From an optimization exercise on the open Yosys and OpenROAD flow, aimed at small area, a short achievable clock period and few clock cycles per item; shortcuts taken in it are not production practice.
Function was checked by simulation only, so behaviour that the tests miss may differ from the original.

==> flow/design.v <==
    localparam SLOTS  = 16;
    localparam EW     = 33;      
    localparam logic       OP_ARM    = 1'b0;
    localparam logic       OP_EXPIRE = 1'b1;
    localparam logic [2:0] KIND_FIRE     = 3'd0;
    localparam logic [2:0] KIND_PROGRAM  = 3'd1;
    localparam logic [2:0] KIND_ACCEPTED = 3'd2;
    localparam logic [2:0] KIND_REJECTED = 3'd3;
    localparam logic [2:0] KIND_IDLE     = 3'd4;
module tmmh_front (
    input  logic           clk,
    input  logic           rst_n,
    input  logic           req_valid,
    output logic           req_ready,
    input  logic [40:0]    req_bits,
    input  logic [47:0]    now,
    input  logic           cmd_done,      
    input  logic           can_take,      
    output logic           cmd_valid,
    output logic           cmd_arm,
    output logic [32:0]    cmd_exp,       
    output logic           cmd_sat,       
    output logic [7:0]     cmd_handle
);
    localparam SLOTS  = 16;
    localparam EW     = 33;      
    localparam logic       OP_ARM    = 1'b0;
    localparam logic       OP_EXPIRE = 1'b1;
    localparam logic [2:0] KIND_FIRE     = 3'd0;
    localparam logic [2:0] KIND_PROGRAM  = 3'd1;
    localparam logic [2:0] KIND_ACCEPTED = 3'd2;
    localparam logic [2:0] KIND_REJECTED = 3'd3;
    localparam logic [2:0] KIND_IDLE     = 3'd4;
    logic        valid_reg;
    logic        arm_reg;
    logic [32:0] exp_reg;
    logic        sat_reg;
    logic [7:0]  handle_reg;
    logic        push;
    logic [32:0] low_sum;
    assign req_ready  = !valid_reg || can_take;
    assign push       = req_valid && req_ready;
    assign low_sum   = {1'b0, now[31:0]} + {1'b0, req_bits[39:8]};
    always_ff @(posedge clk or negedge rst_n)
    begin
        if (!rst_n)
            valid_reg <= 1'b0;
        else if (push)
            valid_reg <= 1'b1;
        else if (cmd_done)
            valid_reg <= 1'b0;
    end
    always_ff @(posedge clk)
    begin
        if (push)
        begin
            arm_reg    <= (req_bits[40] == OP_ARM);
            exp_reg    <= {now[32] ^ low_sum[32], low_sum[31:0]};
            sat_reg    <= low_sum[32] && (&now[47:32]);
            handle_reg <= req_bits[7:0];
        end
    end
    assign cmd_valid  = valid_reg;
    assign cmd_arm    = arm_reg;
    assign cmd_exp    = exp_reg;
    assign cmd_sat    = sat_reg;
    assign cmd_handle = handle_reg;
endmodule
module tmmh_back (
    input  logic           clk,
    input  logic           rst_n,
    input  logic           cmd_valid,
    input  logic           cmd_arm,
    input  logic [32:0]    cmd_exp,
    input  logic           cmd_sat,
    input  logic [7:0]     cmd_handle,
    output logic           cmd_done,
    output logic           can_take,
    output logic [47:0]    now,
    output logic           rsp_valid,
    input  logic           rsp_ready,
    output logic [43:0]    rsp_bits
);
    localparam SLOTS  = 16;
    localparam EW     = 33;      
    localparam logic       OP_ARM    = 1'b0;
    localparam logic       OP_EXPIRE = 1'b1;
    localparam logic [2:0] KIND_FIRE     = 3'd0;
    localparam logic [2:0] KIND_PROGRAM  = 3'd1;
    localparam logic [2:0] KIND_ACCEPTED = 3'd2;
    localparam logic [2:0] KIND_REJECTED = 3'd3;
    localparam logic [2:0] KIND_IDLE     = 3'd4;
    function automatic logic less32(input logic [31:0] a, input logic [31:0] b);
        logic [31:0] lt1, eq1;
        logic [15:0] lt2, eq2;
        logic [7:0]  lt3, eq3;
        logic [3:0]  lt4, eq4;
        logic [1:0]  lt5, eq5;
        lt1 = ~a & b;
        eq1 = ~(a ^ b);
        for (int i = 0; i < 16; i++)
        begin
            lt2[i] = lt1[2*i+1] | (eq1[2*i+1] & lt1[2*i]);
            eq2[i] = eq1[2*i+1] & eq1[2*i];
        end
        for (int i = 0; i < 8; i++)
        begin
            lt3[i] = lt2[2*i+1] | (eq2[2*i+1] & lt2[2*i]);
            eq3[i] = eq2[2*i+1] & eq2[2*i];
        end
        for (int i = 0; i < 4; i++)
        begin
            lt4[i] = lt3[2*i+1] | (eq3[2*i+1] & lt3[2*i]);
            eq4[i] = eq3[2*i+1] & eq3[2*i];
        end
        for (int i = 0; i < 2; i++)
        begin
            lt5[i] = lt4[2*i+1] | (eq4[2*i+1] & lt4[2*i]);
            eq5[i] = eq4[2*i+1] & eq4[2*i];
        end
        less32 = lt5[1] | (eq5[1] & lt5[0]);
    endfunction
    logic [SLOTS-1:0] v_reg, v_next;
    logic [EW-1:0]    se_reg [0:SLOTS-1];
    logic [7:0]       sh_reg [0:SLOTS-1];
    logic [47:0]   now_reg, now_next;
    logic [31:0]   pd_reg, pd_next;
    logic          pop_reg, pop_next;      
    logic          fin_reg, fin_next;      
    logic          rsp_valid_reg, rsp_valid_next;
    logic [35:0]   rsp_reg;                
    logic          out_valid;              
    logic [35:0]   out_bits;
    logic          can_emit, go;
    logic          do_arm, do_rej, exp_first, exp_empty, do_pop, do_fin;
    logic          pop_done;
    logic [EW-1:0] arm_exp;
    logic [31:0]   arm_diff;
    logic [31:0]   arm_delay;
    logic [SLOTS-1:0] le;           
    logic          head_eq;
    logic          arm_first;
    logic [48:0]   exp_sum;
    logic          tie;
    logic [EW-1:0] next_diff;
    logic [31:0]   next_delay;
    assign can_emit  = !rsp_valid_reg || rsp_ready;
    assign go        = cmd_valid && can_emit;
    assign can_take  = go && (cmd_arm || fin_reg);
    assign arm_exp   = cmd_sat ? {EW{1'b1}} : cmd_exp;
    assign arm_diff  = cmd_exp[31:0] - now_reg[31:0];
    assign arm_delay = cmd_sat ? ~now_reg[31:0] : arm_diff;
    genvar g;
    generate
        for (g = 0; g < SLOTS; g = g + 1)
        begin : g_cmp
            assign le[g] = v_reg[g] &&
                           (cmd_sat ||
                            !(cmd_exp[EW-1] ^ se_reg[g][EW-1] ^
                              less32(cmd_exp[EW-2:0], se_reg[g][EW-2:0])));
        end
    endgenerate
    assign head_eq   = (se_reg[0] == arm_exp);
    assign arm_first = !le[0] || head_eq;
    assign exp_sum    = {1'b0, now_reg} + {17'd0, pd_reg};
    assign tie        = v_reg[1] && (se_reg[1] == se_reg[0]);
    assign next_diff  = se_reg[1] - se_reg[0];
    assign next_delay = next_diff[31:0];
    assign do_arm    = go &&  cmd_arm && !v_reg[SLOTS-1];
    assign do_rej    = go &&  cmd_arm &&  v_reg[SLOTS-1];
    assign exp_first = go && !cmd_arm && !pop_reg && !fin_reg;
    assign exp_empty = exp_first && !v_reg[0];
    assign do_pop    = go && !cmd_arm && !fin_reg && v_reg[0];
    assign do_fin    = go && !cmd_arm && fin_reg;
    assign pop_done  = do_pop && (sh_reg[0] == 8'd0) && !tie;
    assign cmd_done  = do_arm || do_rej || exp_empty || do_fin || pop_done;
    assign now       = now_reg;
    always_comb
    begin
        now_next  = now_reg;
        pd_next   = pd_reg;
        pop_next  = pop_reg;
        fin_next  = fin_reg;
        out_valid = 1'b0;
        out_bits  = {1'b0, KIND_IDLE, 32'd0};
        if (exp_first)
            now_next = exp_sum[48] ? 48'hFFFF_FFFF_FFFF : exp_sum[47:0];
        if (do_rej)
        begin
            out_valid = 1'b1;
            out_bits  = {1'b0, KIND_REJECTED, 32'd0};
        end
        if (do_arm)
        begin
            out_valid = 1'b1;
            if (arm_first)
            begin
                pd_next  = arm_delay;
                out_bits = {1'b0, KIND_PROGRAM, arm_delay};
            end
            else
                out_bits = {1'b0, KIND_ACCEPTED, 32'd0};
        end
        if (exp_empty)
            out_valid = 1'b1;
        if (do_pop)
        begin
            pop_next = tie;
            if (!tie && v_reg[1])
                pd_next = next_delay;
            if (sh_reg[0] != 8'd0)
            begin
                fin_next  = !tie;
                out_valid = 1'b1;
                out_bits  = {1'b1, KIND_FIRE, 24'd0, sh_reg[0]};
            end
            else if (!tie)
            begin
                out_valid = 1'b1;
                if (v_reg[1])
                    out_bits = {1'b0, KIND_PROGRAM, next_delay};
            end
        end
        if (do_fin)
        begin
            fin_next  = 1'b0;
            out_valid = 1'b1;
            if (v_reg[0])
                out_bits = {1'b0, KIND_PROGRAM, pd_reg};
        end
    end
    generate
        for (g = 0; g < SLOTS; g = g + 1)
        begin : g_slot
            logic          ins_here, from_below;
            logic          v_up, v_dn;
            logic [EW-1:0] se_up, se_dn;
            logic [7:0]    sh_up, sh_dn;
            if (g == 0)
            begin : g_first
                assign ins_here   = !le[0];
                assign from_below = 1'b0;
                assign v_up       = 1'b0;
                assign se_up      = '0;
                assign sh_up      = '0;
            end
            else
            begin : g_rest
                assign ins_here   = le[g-1] && !le[g];
                assign from_below = !le[g-1];
                assign v_up       = v_reg[g-1];
                assign se_up      = se_reg[g-1];
                assign sh_up      = sh_reg[g-1];
            end
            if (g == SLOTS - 1)
            begin : g_last
                assign v_dn  = 1'b0;
                assign se_dn = se_reg[g];
                assign sh_dn = sh_reg[g];
            end
            else
            begin : g_inner
                assign v_dn  = v_reg[g+1];
                assign se_dn = se_reg[g+1];
                assign sh_dn = sh_reg[g+1];
            end
            always_comb
            begin
                v_next[g] = v_reg[g];
                if (do_arm)
                begin
                    if (ins_here)
                        v_next[g] = 1'b1;
                    else if (from_below)
                        v_next[g] = v_up;
                end
                else if (do_pop)
                    v_next[g] = v_dn;
            end
            always_ff @(posedge clk)
            begin
                if (do_arm)
                begin
                    if (ins_here)
                    begin
                        se_reg[g] <= arm_exp;
                        sh_reg[g] <= cmd_handle;
                    end
                    else if (from_below)
                    begin
                        se_reg[g] <= se_up;
                        sh_reg[g] <= sh_up;
                    end
                end
                else if (do_pop)
                begin
                    se_reg[g] <= se_dn;
                    sh_reg[g] <= sh_dn;
                end
            end
        end
    endgenerate
    assign rsp_valid = rsp_valid_reg;
    assign rsp_bits  = {rsp_reg[34:32],
                        rsp_reg[7:0] & {8{rsp_reg[35]}},
                        rsp_reg[31:8],
                        rsp_reg[7:0] & {8{!rsp_reg[35]}},
                        !rsp_reg[35]};
    always_ff @(posedge clk or negedge rst_n)
    begin
        if (!rst_n)
        begin
            v_reg         <= '0;
            now_reg       <= '0;
            pd_reg        <= '0;
            pop_reg       <= 1'b0;
            fin_reg       <= 1'b0;
            rsp_valid_reg <= 1'b0;
        end
        else
        begin
            v_reg    <= v_next;
            now_reg  <= now_next;
            pd_reg   <= pd_next;
            pop_reg  <= pop_next;
            fin_reg  <= fin_next;
            if (can_emit)
                rsp_valid_reg <= out_valid;
        end
    end
    always_ff @(posedge clk)
    begin
        if (can_emit)
            rsp_reg <= out_bits;
    end
endmodule
module timer_multiplexer_min_heap_core (
    input  logic        clk,
    input  logic        rst_n,
    input  logic        req_valid,
    output logic        req_ready,
    input  logic        req_operation,
    input  logic [31:0] req_timeout,
    input  logic [7:0]  req_callback_handle,
    output logic        rsp_valid,
    input  logic        rsp_ready,
    output logic [2:0]  rsp_kind,
    output logic [7:0]  rsp_fired_handle,
    output logic [31:0] rsp_delay_ms,
    output logic        rsp_last
);
    logic        cmd_valid;
    logic        cmd_done;
    logic        can_take;
    logic        cmd_arm;
    logic [32:0] cmd_exp;
    logic        cmd_sat;
    logic [7:0]  cmd_handle;
    logic [47:0] now;
    logic [40:0] req;
    logic [43:0] rsp;
    assign req = {req_operation, req_timeout, req_callback_handle};
    assign {rsp_kind, rsp_fired_handle, rsp_delay_ms, rsp_last} = rsp;
    tmmh_front u_front (
        .clk        (clk),
        .rst_n      (rst_n),
        .req_valid  (req_valid),
        .req_ready  (req_ready),
        .req_bits   (req),
        .now        (now),
        .cmd_done   (cmd_done),
        .can_take   (can_take),
        .cmd_valid  (cmd_valid),
        .cmd_arm    (cmd_arm),
        .cmd_exp    (cmd_exp),
        .cmd_sat    (cmd_sat),
        .cmd_handle (cmd_handle)
    );
    tmmh_back u_back (
        .clk        (clk),
        .rst_n      (rst_n),
        .cmd_valid  (cmd_valid),
        .cmd_arm    (cmd_arm),
        .cmd_exp    (cmd_exp),
        .cmd_sat    (cmd_sat),
        .cmd_handle (cmd_handle),
        .cmd_done   (cmd_done),
        .can_take   (can_take),
        .now        (now),
        .rsp_valid  (rsp_valid),
        .rsp_ready  (rsp_ready),
        .rsp_bits   (rsp)
    );
endmodule
==> flow/run.sh <==
#!/bin/bash
# synth_recipe.tcl (not shown) runs the flow's synth.tcl, then flattens the netlist and writes it again
# the make line also repeats each setting of config.mk as NAME=value (left out here)
make -C /OpenROAD-flow-scripts/flow DESIGN_CONFIG=/design/flow/config.mk WORK_HOME=/design/flow/orfs CLKGATE_MAP_FILE= SYNTH_SCRIPT=/design/flow/synth_recipe.tcl finish
==> flow/config.mk <==
export PLATFORM = sky130hd
export DESIGN_NAME = timer_multiplexer_min_heap_core
export DESIGN_NICKNAME = timer_multiplexer_min_heap_core
export VERILOG_FILES = /design/flow/design.v
export SDC_FILE = /design/flow/constraint.sdc
export NUM_CORES = 4
export LEC_CHECK = 0
export ABC_CLOCK_PERIOD_IN_PS = 4000
export CAP_MARGIN = 20
export CORE_MARGIN = 2
export CORE_UTILIZATION = 65
export PLACE_DENSITY = 0.8
export SETUP_SLACK_MARGIN = 2.8
export SLEW_MARGIN = 20
export TNS_END_PERCENT = 10
==> flow/constraint.sdc <==
create_clock -name core_clock -period 7.0 [get_ports {clk}]
set_input_delay 1.4000 -clock core_clock [delete_from_list [all_inputs] [get_ports {clk}]]
set_output_delay 1.4000 -clock core_clock [all_outputs]
set_load 0.01 [all_outputs]
==> metrics.md, run 1 <==
| Metric | Value |
|---|---|
| Max-slew headroom | `0.264` |
| CTS max path bufs | `3` |
| Grt total ovfl | `0` |
| Area of the multi-input gates | `approximately 32000 sq um` |
| Vias in the first global route | `about 46k` |
| Chip width | `approximately 300 um` |
| Endpoints failing setup | `0` |
| DP Wirelength | `130 mm` |
| Hold WC Path Type | `reg -> reg` |
| Post-synthesis sequential area ratio | `0.430` |
| Global placer's final weighted congestion | `between 0.9 and 1` |
| Leading area contributor after synthesis | `edfxtp_1` |
| CTS Buf Count | `91` |
| Endpoint class of the critical path | `flop` |
| Syn Nets | `roughly 6.3k` |
| Dominant synthesized flop cell | `edfxtp_1` |
| CTS tree | `done` |
| Max-cap check violation count | `0` |
| Final antenna-violating net count | `0` |
| Clk sinks | `between 800 and 900` |
| # port buffers | `90` |
| DIE HEIGHT | `about 300 um` |
| Routed wire length | `between 150 and 200 mm` |
| Tcrit/Tclk final | `0.624` |
| Slew Limit Fails | `0` |
| FILL cells | `6056` |
| Fmax | `229 MHz` |
| Yosys reg bits | `about 840` |
| Tot GR Track Use | `0.380` |
| Asr flop ratio synth | `0.120` |
| Cell count after synthesis | `approximately 5.6k` |
| Crit path required time | `7530 ps` |
| Final WS setup | `2630 ps` |
| Area Overhead vs Synth | `11.7%` |
| Clk Latency, worst-skew pair | `680 ps` |
| Post-Syn Area | `around 57000 sq um` |
| Crit-path max FO | `33` |
| Top-count cell post-synth | `edfxtp_1` |
| Via density | `about 7.2` |
| Synth unique cells | `87` |
| Initial DRC count | `about 6.7k` |
| Pin count of the biggest net entering global routing | `between 200 and 250` |
| Global-route wire length before repair | `~270 mm` |
| Worst Skew | `slightly below 40 ps` |
| Core region area | `about 87000 sq um` |
| Synth top area cells | `edfxtp_1, ha_1, a221o_1` |
| Share of the synthesized area in the top cell type | `0.386` |
| YS warnings | `4` |
| RSZ-0062 raised after global routing | `true` |
| Final core area utilization | `0.735` |
| WL per Instance | `between 20 and 30 um` |
| Num rows | `between 100 and 150` |
| Finished Cell Area | `63900 sq um` |
| # nets final | `around 6.3k` |
| Share of cells above drive strength 1 | `0.0987` |
| TNS Setup | `0 ps` |
| Startpoint types | `flop` |
| H-tree Lvls | `3` |
| Worst Tran Pin Value | `1100 ps` |
| Placed Area | `around 59000 sq um` |
| Via count | `about 50k` |
| Drt pass-1 iters | `8` |
| Largest register FFs | `roughly 530` |
| Clk slew on worst S/H paths | `60 ps` |
| Top cells by count, synth | `edfxtp_1, nor2_1, ha_1` |
| Status | `timing/DRC/antenna clean` |
| Final hold viol count | `0` |
| Post-synth EDFFs | `approximately 740` |
| Clock Root Buffer | `clkbuf_16` |
| Pre-CTS setup slack | `approximately 1200 ps` |
| Fin crit period | `approximately 4400 ps` |
| Sequential Area | `around 25000 sq um` |
| Initial core utilization | `0.657` |
| Die area | `roughly 90000 sq um` |
| Post-Syn Area per Cell | `~10 sq um` |
| Initial antenna violation count | `6` |
| I/O pins | `slightly above 90` |
| Worst Path Arrival | `just under 5000 ps` |
| Drc violations | `0` |
| Crit Path Class | `reg -> reg` |
-- cell families after synthesis --
kind of cell	share of synthesized area
flip-flops	0.430
adder cells (fa/ha/maj)	0.137
XOR/XNOR	0.0225
AO/OA/AOI/OAI	0.217
buffers and inverters	0.0390
AND/OR/NAND/NOR	0.134
multiplexers	0.0208
-- worst paths after layout --
path | startpoint | endpoint | slack (ps) | cells past startpoint
setup / recovery | u_front.exp_reg[21]$_DFFE_PP_ | u_back.se_reg[12][24]$_DFFE_PP_ | 2630 | 13
hold / removal | u_back.now_reg[44]$_DFFE_PN0P_ | u_back.now_reg[44]$_DFFE_PN0P_ | 490 | 1
setup reg to reg | u_front.exp_reg[21]$_DFFE_PP_ | u_back.se_reg[12][24]$_DFFE_PP_ | 2630 | 13
hold reg to reg | u_back.now_reg[44]$_DFFE_PN0P_ | u_back.now_reg[44]$_DFFE_PN0P_ | 490 | 1
max in group asynchronous | rst_n | u_back.pd_reg[14]$_DFF_PN0_ | 4840 | 2
min in group asynchronous | rst_n | u_back.v_reg[8]$_DFFE_PN0P_ | 770 | 1
-- through the flow --
step	hold WS [ps]	cells
floorplan	433	5612
global placement	456	6560
detailed placement	471	6560
CTS	479	6823
global route	508	6882
finish	490	6885
-- per-layer routing --
layer | GRT usage | part of all wire
met3 | 0.0614 | 0.11
met1 | 0.499 | 0.36
met5 | 0 | 0.00027
met4 | 0.221 | 0.071
met2 | 0.601 | 0.45
-- final cells by class --
| class | instances | area share |
|---|---|---|
| diodes | 3 | 0.000117 |
| clock buffers | 122 | 0.0389 |
| clock inverters | 44 | 0.00697 |
| inverters | 162 | 0.0110 |
| multi-input cells | 4280 | 0.494 |
| flip-flops and latches | 835 | 0.384 |
| well taps | 1155 | 0.0226 |
| repair buffers | 283 | 0.0423 |
| repair inverters | 1 | 0.000117 |
-- worst max-delay path, cell delays in order (launching register included) --
cell	delay [ps]
edfxtp_1	490
clkinvlp_4	260
buf_4	230
buf_4	160
ha_1	300
nand4_1	150
nor4_1	510
nand2_1	150
o211a_1	260
o311ai_4	550
nand2b_4	400
and2_1	160
buf_4	340
a221o_1	250
-- placed cells by master (no fill, tap or decap), drive strengths merged, types with 24 or more instances in the layout --
master           n
a211oi          52
a21o           148
a21oi          291
a221o          473
a31oi           59
and2            36
and3            35
buf            192
clkbuf         125
clkdlybuf4s50   88
clkinv          37
clkinvlp        24
dfrtp          100
edfxtp         735
ha             622
inv            140
mux2            46
mux2i           67
nand2          468
nand2b          44
nand3          164
nand4           75
nor2           682
nor2b           34
nor3            70
o211ai         116
o21a            54
o21ai          281
o22ai           24
or2             24
or3             27
xnor2           76
xor2            68
-- what timing repair did --
action,4_1_cts,5_1_grt
gates cloned,12,15
resized for setup,100,105
endpoints found under the setup margin,1346,1294
hold buffers,0,0
buffers inserted,85,42
pin swaps,14,27
Testbench counts, summed over its fixed seeds: cycles 6,709, requests 4,800.
==> run 2: changes to the inputs <==
--- a/flow/config.mk
+++ b/flow/config.mk
@@ -10,4 +10,6 @@
 export CORE_MARGIN = 2
 export CORE_UTILIZATION = 65
+export CTS_CLUSTER_DIAMETER = 90
+export CTS_CLUSTER_SIZE = 22
 export PLACE_DENSITY = 0.8
 export SETUP_SLACK_MARGIN = 2.8
==> run 2 against run 1 <==
Wire length is 1.9% lower. Global-route usage grew 0.36 points. Fmax is 0.83% higher. Sequential share of layout area up 1.1 points. Sequential cell count stayed put. Non-clock buffer count down 14. Clock-buffer cell count shrank 58. Utilization is 2.0 points lower. Critical path type unchanged.
==> metrics.md, run 2 <==
| Metric | Value |
|---|---|
| Status | `timing/DRC/antenna clean` |
| Grt total ovfl | `0` |
| Global placer's final weighted congestion | `approximately 1` |
| Final hold viol count | `0` |
| Complex-gate fraction of the synthesized area | `0.217` |
| Dominant synthesized flop cell | `edfxtp_1` |
| Worst Path Arrival | `approximately 4700 ps` |
| CTS max path bufs | `3` |
| Synth top area cells | `edfxtp_1, ha_1, a221o_1` |
| Clock Root Buffer | `clkbuf_16` |
| Clk sinks | `835` |
| RSZ-0062 raised after global routing | `true` |
| Largest family of logic cells by synthesized area | `compound AO/OA/AOI/OAI gates` |
| Post-Synth XOR/XNOR Area | `0.0225` |
| Crit path required time | `between 7000 and 8000 ps` |
| Fin crit period | `roughly 4300 ps` |
| YS warnings | `4` |
| Share of the synthesized area in the top cell type | `0.386` |
| Post-synthesis sequential area ratio | `0.430` |
| CTS Buf Count | `46` |
| Num rows | `between 100 and 150` |
| Initial antenna violation count | `5` |
| WL per Instance | `26.5 um` |
| Pin count of the biggest net entering global routing | `between 200 and 250` |
| Endpoints failing setup | `0` |
| Leading cell type in the layout, fill and taps excluded | `edfxtp_1` |
| Synth Area in Adders | `0.137` |
| Met2 WL | `~82 mm` |
| Crit Path Class | `reg -> reg` |
| Hold WC Path Type | `reg -> reg` |
| Met3 wire length | `approximately 18 mm` |
| Worst Tran Pin Value | `between 1000 and 1500 ps` |
| Worst Hold Path Cells | `1` |
| Syn Nets | `~6.3k` |
| Worst Reg-to-Reg Cells | `14` |
| Top cells by count, synth | `edfxtp_1, nor2_1, ha_1` |
| Initial core utilization | `0.657` |
| Post-Syn Area per Cell | `between 10 and 15 sq um` |
| Fmax | `231 MHz` |
| Leading area contributor after synthesis | `edfxtp_1` |
| DIE HEIGHT | `between 300 and 400 um` |
| Max-cap check violation count | `0` |
| Final Non-Filler Cells | `6777` |
| Final antenna-violating net count | `0` |
| Share of cells above drive strength 1 | `0.0863` |
| Post-CTS Hold Fix Bufs | `0` |
| DP Wirelength | `~130 mm` |
| Via density | `about 7.2` |
| # port buffers | `90` |
| Slew Limit Fails | `0` |
| Worst Skew | `30.6 ps` |
| Mux contribution to synthesized area | `0.0208` |
| Final core area utilization | `0.714` |
| Post-Syn Area | `57200 sq um` |
| Synth unique cells | `a little under 90` |
| Commonest cells after routing, fill and taps aside | `edfxtp_1, nor2_1, ha_1` |
| Post-synth EDFFs | `735` |
| Via count | `about 49k` |
| Tcrit/Tclk final | `0.619` |
| Largest register FFs | `between 500 and 600` |
| Area Overhead vs Synth | `8.68%` |
| TNS Setup | `0 ps` |
| Drc violations | `0` |
| Core region area | `a little under 90000 sq um` |
| Vias in the first global route | `about 46k` |
| Met1 WL | `67.0 mm` |
| Die area | `about 90000 sq um` |
| CTS tree | `done` |
| Top-count cell post-synth | `edfxtp_1` |
| Crit-path max FO | `33` |
| Global-route wire length before repair | `around 270 mm` |
| H-tree Lvls | `2` |
| Chip width | `approximately 300 um` |
| FILL cells | `about 6.4k` |
| Routed wire length | `approximately 180 mm` |
| Post-Synth Simple-Gate Area | `0.134` |
| Yosys reg bits | `about 840` |
| Cell count after synthesis | `approximately 5.6k` |
| Tot GR Track Use | `0.384` |
| # nets final | `6266` |
| DR top layer | `met5` |
| Asr flop ratio synth | `0.120` |
| Drt pass-1 iters | `5` |
| Initial DRC count | `6051` |
| Clk Latency, worst-skew pair | `~660 ps` |
| Inst Count DP | `about 6.6k` |
| Startpoint types | `flop` |
| Clk slew on worst S/H paths | `roughly 100 ps` |
| Endpoint class of the critical path | `flop` |
| I/O pins | `between 90 and 100` |
| Max-slew headroom | `0.130` |
==> run 2: worst max-delay path, stage by stage, from the launching register on <==
cell and delay (ps):
edfxtp_1 490, clkinvlp_4 200, buf_12 190, ha_1 330, a21o_1 200, a21o_1 180, a211oi_1 230, o21ai_0 300
a31oi_1 390, xnor2_1 180, o21ai_4 330, nand2b_4 220, and2_1 210, buf_4 240, a221o_1 390
==> run 2: path summary, 6_finish.rpt <==
| path | slack [ps] | endpoint | start |
|---|---|---|---|
| hold reg to reg | 490 | u_back.now_reg[44]$_DFFE_PN0P_ | u_back.now_reg[44]$_DFFE_PN0P_ |
| setup / recovery | 2660 | u_back.se_reg[12][24]$_DFFE_PP_ | u_front.exp_reg[5]$_DFFE_PP_ |
| max in group asynchronous | 4870 | u_back.pd_reg[0]$_DFF_PN0_ | rst_n |
| setup reg to reg | 2660 | u_back.se_reg[12][24]$_DFFE_PP_ | u_front.exp_reg[5]$_DFFE_PP_ |
| min in group asynchronous | 780 | u_back.v_reg[14]$_DFFE_PN0P_ | rst_n |
| hold / removal | 490 | u_back.now_reg[44]$_DFFE_PN0P_ | u_back.now_reg[44]$_DFFE_PN0P_ |
==> run 2: cell families after synthesis <==
kind of cell	Yosys count
buf+inv	521
simple gates	1705
fa+ha+maj	626
xor+xnor	145
mux	113
flops	835
compound gates	1667
==> run 2: metal layers <==
metal  up-vias  global-route usage
li1      21700                   -
met1     23300               0.499
met2      3016               0.609
met3       561              0.0580
met4         4               0.236
met5         -                   0
==> run 2: through the flow <==
stage          setup slack [ps]  hold WS [ps]  area, sq um
2_1_floorplan              2670           433        57300
3_3_place_gp               1300           456        58600
3_5_place_dp               1250           471        58600
4_1_cts                    2550           483        61700
5_1_grt                    2610           512        62200
6_report                   2660           487        62200
==> run 2: timing repair <==
action	4_1_cts	5_1_grt
endpoints found under the hold margin	0	0
setup endpoints to repair	1352	1202
cloned	19	6
gates resized for setup	131	62
setup buffers	104	13
pin swaps	23	15
==> run 2: final cells by class <==
cell class | instances | area (sq um) | area share
Timing Repair Buffer | 269 | 2540 | 0.0409
Clock buffer | 64 | 1240 | 0.0199
Sequential cell | 835 | 24600 | 0.395
Inverter | 162 | 698 | 0.0112
Timing Repair inverter | 1 | 6.26 | 0.000101
Antenna cell | 1 | 2.50 | 0.0000403
Tap cell | 1155 | 1450 | 0.0232
Multi-Input combinational cell | 4280 | 31500 | 0.507
Clock inverter | 10 | 121 | 0.00195
==> run 3: changes to the inputs <==
--- a/flow/config.mk
+++ b/flow/config.mk
@@ -10,6 +10,6 @@
 export CORE_MARGIN = 2
 export CORE_UTILIZATION = 65
-export CTS_CLUSTER_DIAMETER = 90
-export CTS_CLUSTER_SIZE = 22
+export CTS_CLUSTER_DIAMETER = 100
+export CTS_CLUSTER_SIZE = 25
 export PLACE_DENSITY = 0.8
 export SETUP_SLACK_MARGIN = 2.8
==> run 3 against run 2 <==
Cell count hardly changed. Sequential share of layout area is 0.22 points higher. Register-to-register slack hardly changed. Critical endpoint is now u_back.rsp_reg[32]$_DFFE_PN_. Clock skew is 12 ps higher. Die area stayed put. Critical path depth is 1 lower. Highest routed layer unchanged. Synthesized cell count stayed put. Non-clock buffer count is 3 higher. Via count is 0.35% lower. Design area is 0.55% lower. Wire length is 1.2% lower. Largest cell class unchanged.
==> metrics.md, run 3 <==
| Metric | Value |
|---|---|
| Fmax | `around 230 MHz` |
| # port buffers | `90` |
| Crit path required time | `7360 ps` |
| Crit-path cells | `clkinvlp_4, buf_4, ha_1, nand4_1, nor4_2, nand2_1, a21oi_2, nor3_2, a41oi_1, nand2_4, buf_12, nor2_1, a21oi_1` |
| Finished Cell Area | `around 60000 sq um` |
| Largest register FFs | `528` |
| Share of the synthesized area in the top cell type | `0.386` |
| Max stage delay on crit path | `600 ps` |
| Drt pass-1 iters | `8` |
| Area Overhead vs Synth | `8.08%` |
| Post-synth EDFFs | `735` |
| Top-count cell post-synth | `edfxtp_1` |
| Top cells by count, synth | `edfxtp_1, nor2_1, ha_1` |
| Final hold viol count | `0` |
| Yosys reg bits | `835` |
| TNS Setup | `0 ps` |
| Pin count of the biggest net entering global routing | `about 240` |
| Post-Synth XOR/XNOR Area | `0.0225` |
| Cell count after synthesis | `roughly 5.6k` |
| WL per Instance | `26.2 um` |
| Worst Path Arrival | `roughly 4700 ps` |
| Clock Root Buffer | `clkbuf_16` |
| Synth unique cells | `87` |
| Routed wire length | `around 180 mm` |
| Drc violations | `0` |
| Fin crit period | `about 4300 ps` |
| Post-synthesis sequential area ratio | `0.430` |
| YS warnings | `4` |
| Chip width | `about 300 um` |
| Die area | `90400 sq um` |
| I/O pins | `just over 90` |
| Max-cap check violation count | `0` |
| Worst Tran Pin Value | `about 1300 ps` |
| Mux contribution to synthesized area | `0.0208` |
| Tcrit/Tclk final | `0.620` |
| Asr flop ratio synth | `0.120` |
| Share of cells above drive strength 1 | `0.0839` |
| Pre-CTS setup slack | `approximately 1200 ps` |
| RSZ-0062 raised after global routing | `true` |
| Worst Skew | `~43 ps` |
| Slew Limit Fails | `0` |
| FILL cells | `around 6.4k` |
| Startpoint types | `flop` |
| Leading cell type in the layout, fill and taps excluded | `edfxtp_1` |
| Post-Syn Area per Cell | `approximately 10 sq um` |
| Placed Area | `a little under 60000 sq um` |
| Post-Synth Simple-Gate Area | `0.134` |
| Post-Syn Area | `between 50000 and 60000 sq um` |
| Inst Count DP | `around 6.6k` |
| Clk sinks | `835` |
| Largest family of logic cells by synthesized area | `compound AO/OA/AOI/OAI gates` |
| Slowest cell on crit path | `a41oi_1` |
| Final WS setup | `between 2000 and 3000 ps` |
| H-tree Lvls | `2` |
| DP Wirelength | `approximately 130 mm` |
| Grt total ovfl | `0` |
| Complex-gate fraction of the synthesized area | `0.217` |
| Global placer's final weighted congestion | `about 1.0` |
| Core region area | `between 80000 and 90000 sq um` |
| Initial core utilization | `0.657` |
| Final Non-Filler Cells | `about 6.8k` |
| Clk Latency, worst-skew pair | `650 ps` |
| Synth top area cells | `edfxtp_1, ha_1, a221o_1` |
| Status | `timing/DRC/antenna clean` |
| Crit-path max FO | `30` |
| Via count | `around 48k` |
| Dominant synthesized flop cell | `edfxtp_1` |
| Initial antenna violation count | `7` |
| Max-slew headroom | `0.136` |
| Tot GR Track Use | `0.378` |
| Leading area contributor after synthesis | `edfxtp_1` |
| CTS tree | `done` |
| Num rows | `between 100 and 150` |
| Endpoint class of the critical path | `flop` |
| Syn Nets | `6283` |
| Synth Area in Adders | `0.137` |
| DIE HEIGHT | `about 300 um` |
| CTS Buf Count | `41` |
| Initial DRC count | `between 6k and 7k` |
| Crit Path Class | `reg -> reg` |
| Final antenna-violating net count | `0` |
| Via density | `roughly 7.2` |
| Hold WC Path Type | `reg -> reg` |
| Endpoints failing setup | `0` |
| Commonest cells after routing, fill and taps aside | `edfxtp_1, nor2_1, ha_1` |
| Clk slew on worst S/H paths | `~100 ps` |
| Global-route wire length before repair | `~260 mm` |
| Vias in the first global route | `45.8k` |
| # nets final | `around 6.3k` |
| Reg-to-reg slack, setup | `~2700 ps` |
| CTS max path bufs | `3` |
run 3: cell types whose count changed in the layout (fill, tap and decap cells not counted), moves of 3 or more:
cell and delta:
buf_4 +10, buf_12 -9, a31oi_2 +5, a31oi_4 -4, clkbuf_16 -4, diode_2 +3, nand2_2 -3
run 3: kinds of logic after synthesis:
kind of cell / count (synthesis)
XOR/XNOR: 145
AO/OA/AOI/OAI: 1667
adder cells (fa/ha/maj): 626
multiplexers: 113
flip-flops: 835
buffers and inverters: 521
AND/OR/NAND/NOR: 1705
run 3: area by class of cell:
type	instances	area, sq um	area share
multi-input combinational	4276	31400	0.508
sequential	835	24600	0.397
timing repair buffer	272	2460	0.0398
tap	1155	1450	0.0234
clock buffer	62	1150	0.0186
inverter	162	696	0.0113
clock inverter	8	88.8	0.00144
antenna	4	10.0	0.000162
timing repair inverter	1	6.26	0.000101
run 3: final timing paths:
path,end,cells past startpoint,from
min,u_back.now_reg[44]$_DFFE_PN0P_,1,u_back.now_reg[44]$_DFFE_PN0P_
min reg2reg,u_back.now_reg[44]$_DFFE_PN0P_,1,u_back.now_reg[44]$_DFFE_PN0P_
max in group asynchronous,u_back.now_reg[2]$_DFFE_PN0P_,2,rst_n
max,u_back.rsp_reg[32]$_DFFE_PN_,13,u_front.exp_reg[20]$_DFFE_PP_
max reg2reg,u_back.rsp_reg[32]$_DFFE_PN_,13,u_front.exp_reg[20]$_DFFE_PP_
min in group asynchronous,u_back.v_reg[14]$_DFFE_PN0P_,1,rst_n
run 3: critical path, delay by kind of cell, from the launching register on:
kind	cells	cell delay, ps
AO/OA/AOI/OAI	3	1030
buffers and inverters	3	690
adder cells (fa/ha/maj)	1	300
AND/OR/NAND/NOR	6	1540
flip-flops	1	480
run 3: metrics by stage:
step / hold WS [ps] / util
finish: 487 / 0.710
global route: 514 / 0.710
CTS: 485 / 0.706
detailed placement: 471 / 0.674
global placement: 456 / 0.674
floorplan: 433 / -
run 3: what timing repair did:
item,in CTS,in global routing
hold buffers,0,0
endpoints found under the setup margin,1352,1291
pin swaps,19,17
setup buffers,105,15
endpoints found under the hold margin,0,0
gates cloned,17,4
resized for setup,115,60
run 3: metal layers:
| layer | part of all wire | vias to the layer above | track usage |
|---|---|---|---|
| li1 | - | 21700 | - |
| met1 | 0.38 | 23400 | 0.495 |
| met2 | 0.46 | 2848 | 0.605 |
| met3 | 0.097 | 543 | 0.0569 |
| met4 | 0.066 | 12 | 0.212 |
| met5 | 0.00046 | - | 0 |

what the ideal ports hide:
The flow's constraints put no driver on any port. The routed layouts listed below were extracted and timed again, unchanged, in two steps. Step 1 sets driving cells, clkbuf_16 on the clock port and buf_2 on the other inputs (assumed; they add their load-dependent delay and slew). Step 2 moves the port delays by t, midway between the first and last clock arrival at a register: inputs arrive t later, outputs are due t later. That takes back most of the time a late clock gives input paths. a / b / c = ideal ports / drivers / drivers and shift; a / b = the first two.
| run | t (ns) | slack for setup (ns) | hold slack, ns | worst data-port slew with drivers (ns) |
|---|---|---|---|---|
| run 1 | 0.733 | 2.629 / 2.629 / 2.146 | 0.490 / 0.490 / 0.490 | 0.04 |
| run 2 | 0.722 | 2.665 / 2.665 / 2.072 | 0.487 / 0.487 / 0.487 | 0.04 |
| run 3 | 0.700 | 2.662 / 2.662 / 2.125 | 0.487 / 0.487 / 0.487 | 0.04 |
After both steps every run listed still meets setup and hold. The setup slack of run 2, which loses most, moves by 0.000 ns with the drivers and by -0.593 ns with both steps.
